This is an optimization exercise on Yosys and OpenROAD, whose aim is small area, a short achievable clock period and few clock cycles, not a production implementation.
At most, simulation tests tie the RTL to the original design; equivalence was not proved.
Power figures rest on the tool's default switching activity, not on a simulated workload.

==> flow/design.v (excerpt) <==
module muldiv_unit #(
  parameter int WIDTH      = 32,
  parameter int MUL_CYCLES = 5
) (
  input  logic             clk,
  input  logic             reset,
  input  logic [WIDTH-1:0] A,
  input  logic [WIDTH-1:0] B,
  input  logic [3:0]       MULOp,
  input  logic             start,
  output logic             busy,
  output logic [WIDTH-1:0] HI,
  output logic [WIDTH-1:0] LO
);
Size in the first run: ~2900 cells after synthesis, roughly 210 flip-flops, about 140 I/O pins.
Settings: LEC_CHECK=0, CAP_MARGIN=20, CORE_MARGIN=2, CORE_UTILIZATION=52, PLACE_DENSITY=0.68, SLEW_MARGIN=20; clock period 13.5 ns.
standard.sh (not shown) runs the stock make flow with config.mk's settings and CLKGATE_MAP_FILE= SYNTH_SCRIPT=/design/flow/synth_recipe.tcl, a recipe that flattens the netlist after the stock synthesis.
==> flow/flow/run.sh <==
#!/bin/bash
# Layout flow: the standard ORFS flow (standard synthesis, floorplan, placement,
# CTS, routing) at the design's clock period and constraints, with a larger setup
# margin for ORFS's repair_timing passes so that timing repair keeps sizing and
# buffering the longest paths instead of stopping at the 13.5 ns clock.
set -euo pipefail
bash standard.sh SETUP_SLACK_MARGIN=9 finish > flow_make.log 2>&1
The first run produced a clean layout.
Testbench counts at the start, summed over its fixed seeds: cycles 13,972.
Next try:
Settings changed: CORE_UTILIZATION 52 to 40, PLACE_DENSITY 0.68 to default.
Result: Routed wire length grows by 3.0%. Hold slack degrades by 0.0089 ns. Worst setup slack improves by 0.092 ns. Synthesized cell count does not change. Global-route usage shrinks by 8.8 points. Clock power grows by 26%. Final cell count grows by 5.2%.

---

muldiv_unit, a different RTL version from the one above (not shown whole).
Size in the first run: ~2900 cells after synthesis, roughly 140 I/O pins, roughly 24000 um2 of cells after synthesis.
clock: 13.5 ns
lec_check: 0
cap_margin: 20
core_margin: 2
core_utilization: 40
slew_margin: 20
==> flow/flow/run.sh <==
#!/bin/bash
# Layout flow: the standard ORFS flow (standard synthesis, floorplan, placement,
# CTS, routing) at the design's clock period and constraints, with a larger setup
# margin for ORFS's repair_timing passes so that timing repair keeps sizing and
# buffering the longest paths instead of stopping at the 13.5 ns clock.
set -euo pipefail
bash standard.sh SETUP_SLACK_MARGIN=8.5 finish > flow_make.log 2>&1
The baseline finished clean.
Next try:
--- a/flow/flow/run.sh
+++ b/flow/flow/run.sh
@@ -5,3 +5,3 @@
 # buffering the longest paths instead of stopping at the 13.5 ns clock.
 set -euo pipefail
-bash standard.sh SETUP_SLACK_MARGIN=8.5 finish > flow_make.log 2>&1
+bash standard.sh SETUP_SLACK_MARGIN=10 finish > flow_make.log 2>&1
Cell area climbs by a quarter to a third.
Fmax climbs by roughly a tenth.
Via count climbs by roughly a tenth.
Clock power drops by a few percent.
Total power climbs by a quarter to a third.
Next try:
--- a/flow/flow/run.sh
+++ b/flow/flow/run.sh
@@ -5,3 +5,3 @@
 # buffering the longest paths instead of stopping at the 13.5 ns clock.
 set -euo pipefail
-bash standard.sh SETUP_SLACK_MARGIN=10 finish > flow_make.log 2>&1
+bash standard.sh SETUP_SLACK_MARGIN=9 finish > flow_make.log 2>&1
Outcome: The new run completed with no timing, DRC or antenna violations; fmax came out lower by 0.80%; critical path depth drops by 2; design area went down by 17%; worst setup slack gets worse by 0.037 ns; cell count goes down by 7.3%; count of clock-buffer cells in the layout grows by 8; flip-flop and latch count does not change.
Function was not checked in any run of this note: the RTL went through the layout flow alone.

---

muldiv_unit, a different RTL version from the one above (not shown whole).
Size in the first run: ~2,900 cells after synthesis, about 140 I/O pins, about 24,000 um2 of cells after synthesis.
==> flow/config.mk <==
export PLATFORM = sky130hd
export DESIGN_NAME = muldiv_unit
export DESIGN_NICKNAME = muldiv_unit
export VERILOG_FILES = /design/flow/design.v
export SDC_FILE = /design/flow/constraint.sdc
export NUM_CORES = 4
export LEC_CHECK = 0
export CAP_MARGIN = 20
export CORE_MARGIN = 2
export CORE_UTILIZATION = 40
export SLEW_MARGIN = 20
==> flow/constraint.sdc <==
create_clock -name core_clock -period 13.5 [get_ports {clk}]
set_input_delay 2.7000 -clock core_clock [delete_from_list [all_inputs] [get_ports {clk}]]
set_output_delay 2.7000 -clock core_clock [all_outputs]
set_load 0.01 [all_outputs]
==> flow/flow/run.sh <==
#!/bin/bash
# Layout flow: the standard ORFS flow (standard synthesis, floorplan, placement,
# CTS, routing) at the design's clock period and constraints, with
#  - a larger setup margin for ORFS's repair_timing passes, so that timing repair keeps
#    sizing and buffering the longest paths instead of stopping at the 13.5 ns clock;
#  - every port still buffered, with a plain buffer cell instead of a delay cell.
set -euo pipefail
bash standard.sh SETUP_SLACK_MARGIN=9.5 \
  "BUFFER_PORTS_ARGS=-buffer_cell sky130_fd_sc_hd__buf_1" finish > flow_make.log 2>&1
The first run completed without violations.
Testbench counts at the start, summed over its fixed seeds: cycles 13,972.
Edit:
--- a/flow/flow/run.sh
+++ b/flow/flow/run.sh
@@ -8 +8 @@
-bash standard.sh SETUP_SLACK_MARGIN=9.5 \
+bash standard.sh SETUP_SLACK_MARGIN=9 \
The new run finished clean. Global-route usage came out lower by 3.4 points. Fmax came out higher by 0.31%. Total power decreases by about 10%. Sequential power stays flat. Critical path depth falls by 3.

---

muldiv_unit, a different RTL version from the one above (not shown whole).
Size: roughly 2700 cells after synthesis, roughly 210 flip-flops, ~140 I/O pins, roughly 24000 um^2 of cells after synthesis.
Settings: LEC_CHECK=0, CAP_MARGIN=20, CORE_MARGIN=2, CORE_UTILIZATION=40, SLEW_MARGIN=20; clock period 13.5 ns.
==> flow/flow/run.sh <==
#!/bin/bash
# Layout flow: the standard ORFS flow (standard synthesis, floorplan, placement,
# CTS, routing) at the design's clock period and constraints, with
#  - a larger setup margin for ORFS's repair_timing passes, so that timing repair keeps
#    sizing and buffering the longest paths instead of stopping at the 13.5 ns clock;
#  - every port still buffered, with a plain buffer cell instead of a delay cell.
set -euo pipefail
bash standard.sh SETUP_SLACK_MARGIN=9 MATCH_CELL_FOOTPRINT=0 \
  "BUFFER_PORTS_ARGS=-buffer_cell sky130_fd_sc_hd__buf_1" finish > flow_make.log 2>&1
Testbench counts at the start, summed over its fixed seeds: cycles 13,972.
Then changed:
- ABC_AREA: not set -> 1
Effect:
- cell count increases by 21%
- area after synthesis increases by 1.9%
- routed wire length decreases by 6.5%
- via count increases by 4.4%
- global-route usage decreases by 3.6 points
- clock skew increases by 15 ps
- critical path depth increases by 8
- setup slack improves by 29 ps
- final area decreases by 0.71%
Then changed:
- ABC_AREA: 1 -> not set
- CTS_BUF_LIST: not set -> sky130_fd_sc_hd__clkbuf_4 sky130_fd_sc_hd__clkbuf_8
- CTS_CLUSTER_SIZE: not set -> 24
What happened:
- clock power grows by about 9%
- critical path depth shrinks by 8
- wire length grows by about 7%
- maximum frequency shrinks by 0.38%
- non-clock buffer count grows by 47

---

muldiv_unit, a different RTL version from the one above (not shown whole).
Size: about 210 flip-flops.
Settings: LEC_CHECK=0, ABC_AREA=1, CAP_MARGIN=20, CORE_MARGIN=2, CORE_UTILIZATION=40, SLEW_MARGIN=20; clock period 13.5 ns.
==> flow/flow/run.sh <==
#!/bin/bash
# Layout flow: the standard ORFS flow (standard synthesis, floorplan, placement,
# CTS, routing) at the design's clock period and constraints, with
#  - a larger setup margin for ORFS's repair_timing passes, so that timing repair keeps
#    sizing and buffering the longest paths instead of stopping at the 13.5 ns clock;
#  - every port still buffered, with a plain buffer cell instead of a delay cell.
set -euo pipefail
bash standard.sh SETUP_SLACK_MARGIN=9.3 MATCH_CELL_FOOTPRINT=0 \
  "BUFFER_PORTS_ARGS=-buffer_cell sky130_fd_sc_hd__buf_1" finish > flow_make.log 2>&1
Testbench counts at the start, summed over its fixed seeds: cycles 13,972.
Change:
--- a/flow/flow/run.sh
+++ b/flow/flow/run.sh
@@ -6,4 +6,4 @@
 #  - every port still buffered, with a plain buffer cell instead of a delay cell.
 set -euo pipefail
-bash standard.sh SETUP_SLACK_MARGIN=9.3 MATCH_CELL_FOOTPRINT=0 \
+bash standard.sh SETUP_SLACK_MARGIN=9 MATCH_CELL_FOOTPRINT=0 \
   "BUFFER_PORTS_ARGS=-buffer_cell sky130_fd_sc_hd__buf_1" finish > flow_make.log 2>&1
Settings changed: ABC_AREA 1 to unset.
The changed run produced a clean layout. Global-route usage rose by 1.3 points. Non-clock buffer count rose by 8. Cell area fell by 2.0%.
Change:
Settings changed: ABC_AREA set to 1.
Effect:
- non-clock buffer count drops by 48
- power drops by 4.8%
- hold slack is worse by 0.041 ns
- design area drops by 1.3%
- area after synthesis climbs by 0.74%
- wire length drops by about 6%
- sequential share of layout area climbs by 0.23 points
- synthesized cell count climbs by 25%
- combinational power drops by about 5%
- global-route usage drops by 2.2 points

---

Another version of the RTL of muldiv_unit (not shown whole).
For scale: ~3,000 cells after synthesis, roughly 210 flip-flops, ~140 I/O pins.
Design muldiv_unit, start of the top module:
module muldiv_unit #(
  parameter int WIDTH      = 32,
  parameter int MUL_CYCLES = 5
) (
  input  logic             clk,
  input  logic             reset,
  input  logic [WIDTH-1:0] A,
  input  logic [WIDTH-1:0] B,
  input  logic [3:0]       MULOp,
  input  logic             start,
  output logic             busy,
  output logic [WIDTH-1:0] HI,
  output logic [WIDTH-1:0] LO
);
Settings: LEC_CHECK=0, CAP_MARGIN=20, CORE_MARGIN=2, CORE_UTILIZATION=40, SLEW_MARGIN=20; clock period 13.5 ns.
run.sh (not shown) runs the stock make flow with config.mk's settings and CLKGATE_MAP_FILE= SYNTH_SCRIPT=/design/flow/synth_recipe.tcl, a recipe that flattens the netlist after the stock synthesis.
Stock flow here: none of the scripts above is used.
==> next run, changes <==
==> flow/flow/run.sh (new file) <==
#!/bin/bash
# Layout flow: the standard ORFS flow (standard synthesis, floorplan, placement,
# CTS, routing) at the design's clock period and constraints, with a larger setup
# margin for ORFS's repair_timing passes so that timing repair keeps sizing and
# buffering the longest paths instead of stopping at the 13.5 ns clock.
set -euo pipefail
bash standard.sh SETUP_SLACK_MARGIN=8 finish > flow_make.log 2>&1
==> flow/standard.sh (new file) <==
#!/bin/bash
# synth_recipe.tcl (not shown) runs the flow's synth.tcl, then flattens the netlist and writes it again
# the make line also repeats each setting of config.mk as NAME=value (left out here)
make -C /OpenROAD-flow-scripts/flow DESIGN_CONFIG=/design/flow/config.mk WORK_HOME=/design/flow/orfs CLKGATE_MAP_FILE= SYNTH_SCRIPT=/design/flow/synth_recipe.tcl "${@:-finish}"
removed: flow/run.sh
Worst hold slack is about the same.
Area after synthesis stays the same.
Fmax increases by about a fifth.
Core utilization went up by 0.12 points.
Wire length is about the same.
Critical path depth grows by 1.
Die area is unchanged.
Synthesized cell count is unchanged.
Non-clock buffer count rises by 1.
Via count stays flat.
No functional check of the RTL was part of any run of this note.

port drivers added, routing unchanged:
Ports are ideal in the flow. The routed layouts listed here were re-timed in OpenROAD.
Step 1 (the two cells are an assumption about what drives the block):
set clk [get_ports {clk}]
set_driving_cell -lib_cell sky130_fd_sc_hd__clkbuf_16 $clk
set_driving_cell -lib_cell sky130_fd_sc_hd__buf_2 [delete_from_list [all_inputs] $clk]
Step 2 also shifts input and output timing later by t, the mid clock arrival at the registers, as if the neighbouring blocks saw the same clock.
a / b / c = no drivers / after step 1 / after step 2; a / b = the first two.
| run | shift t [ns] | slack for setup (ns) | latest minus earliest clock arrival (ns) | worst slew at a driven data input, ns |
|---|---|---|---|---|
| the first run of note 1 | 0.658 | 8.809 / 8.809 / 8.400 | 0.048 / 0.048 | 0.06 |
| the second run of note 1 | 0.674 | 8.901 / 8.901 / 8.404 | 0.053 / 0.053 | 0.06 |
| the first run of note 2 | 0.637 | 8.474 / 8.474 / 7.898 | 0.024 / 0.024 | 0.08 |
| the second run of note 2 | 0.641 | 8.921 / 8.921 / 8.697 | 0.023 / 0.023 | 0.14 |
| the third run of note 2 | 0.657 | 8.884 / 8.884 / 8.414 | 0.026 / 0.026 | 0.05 |
| the first run of note 3 | 0.660 | 8.923 / 8.923 / 8.411 | 0.029 / 0.030 | 0.08 |
| the second run of note 3 | 0.649 | 8.937 / 8.937 / 8.370 | 0.011 / 0.011 | 0.08 |
| the first run of note 4 | 0.659 | 8.995 / 8.995 / 8.394 | 0.019 / 0.019 | 0.05 |
| the second run of note 4 | 0.646 | 9.025 / 9.025 / 8.446 | 0.033 / 0.034 | 0.05 |
| the third run of note 4 | 0.688 | 9.008 / 9.008 / 8.382 | 0.034 / 0.034 | 0.05 |
| the first run of note 5 | 0.649 | 9.211 / 9.211 / 8.664 | 0.034 / 0.034 | 0.04 |
| the second run of note 5 | 0.661 | 9.042 / 9.042 / 8.528 | 0.030 / 0.031 | 0.09 |
| the third run of note 5 | 0.635 | 9.118 / 9.118 / 8.527 | 0.021 / 0.022 | 0.04 |
| the first run of note 6 | 0.653 | 7.333 / 7.333 / 7.333 | 0.024 / 0.025 | 0.05 |
| the second run of note 6 | 0.651 | 8.178 / 8.178 / 7.959 | 0.019 / 0.019 | 0.05 |
After both steps setup and hold are still met in every run listed. The setup slack of the third run of note 4, which loses most, moves by 0.000 ns with the drivers and by -0.626 ns with both steps.
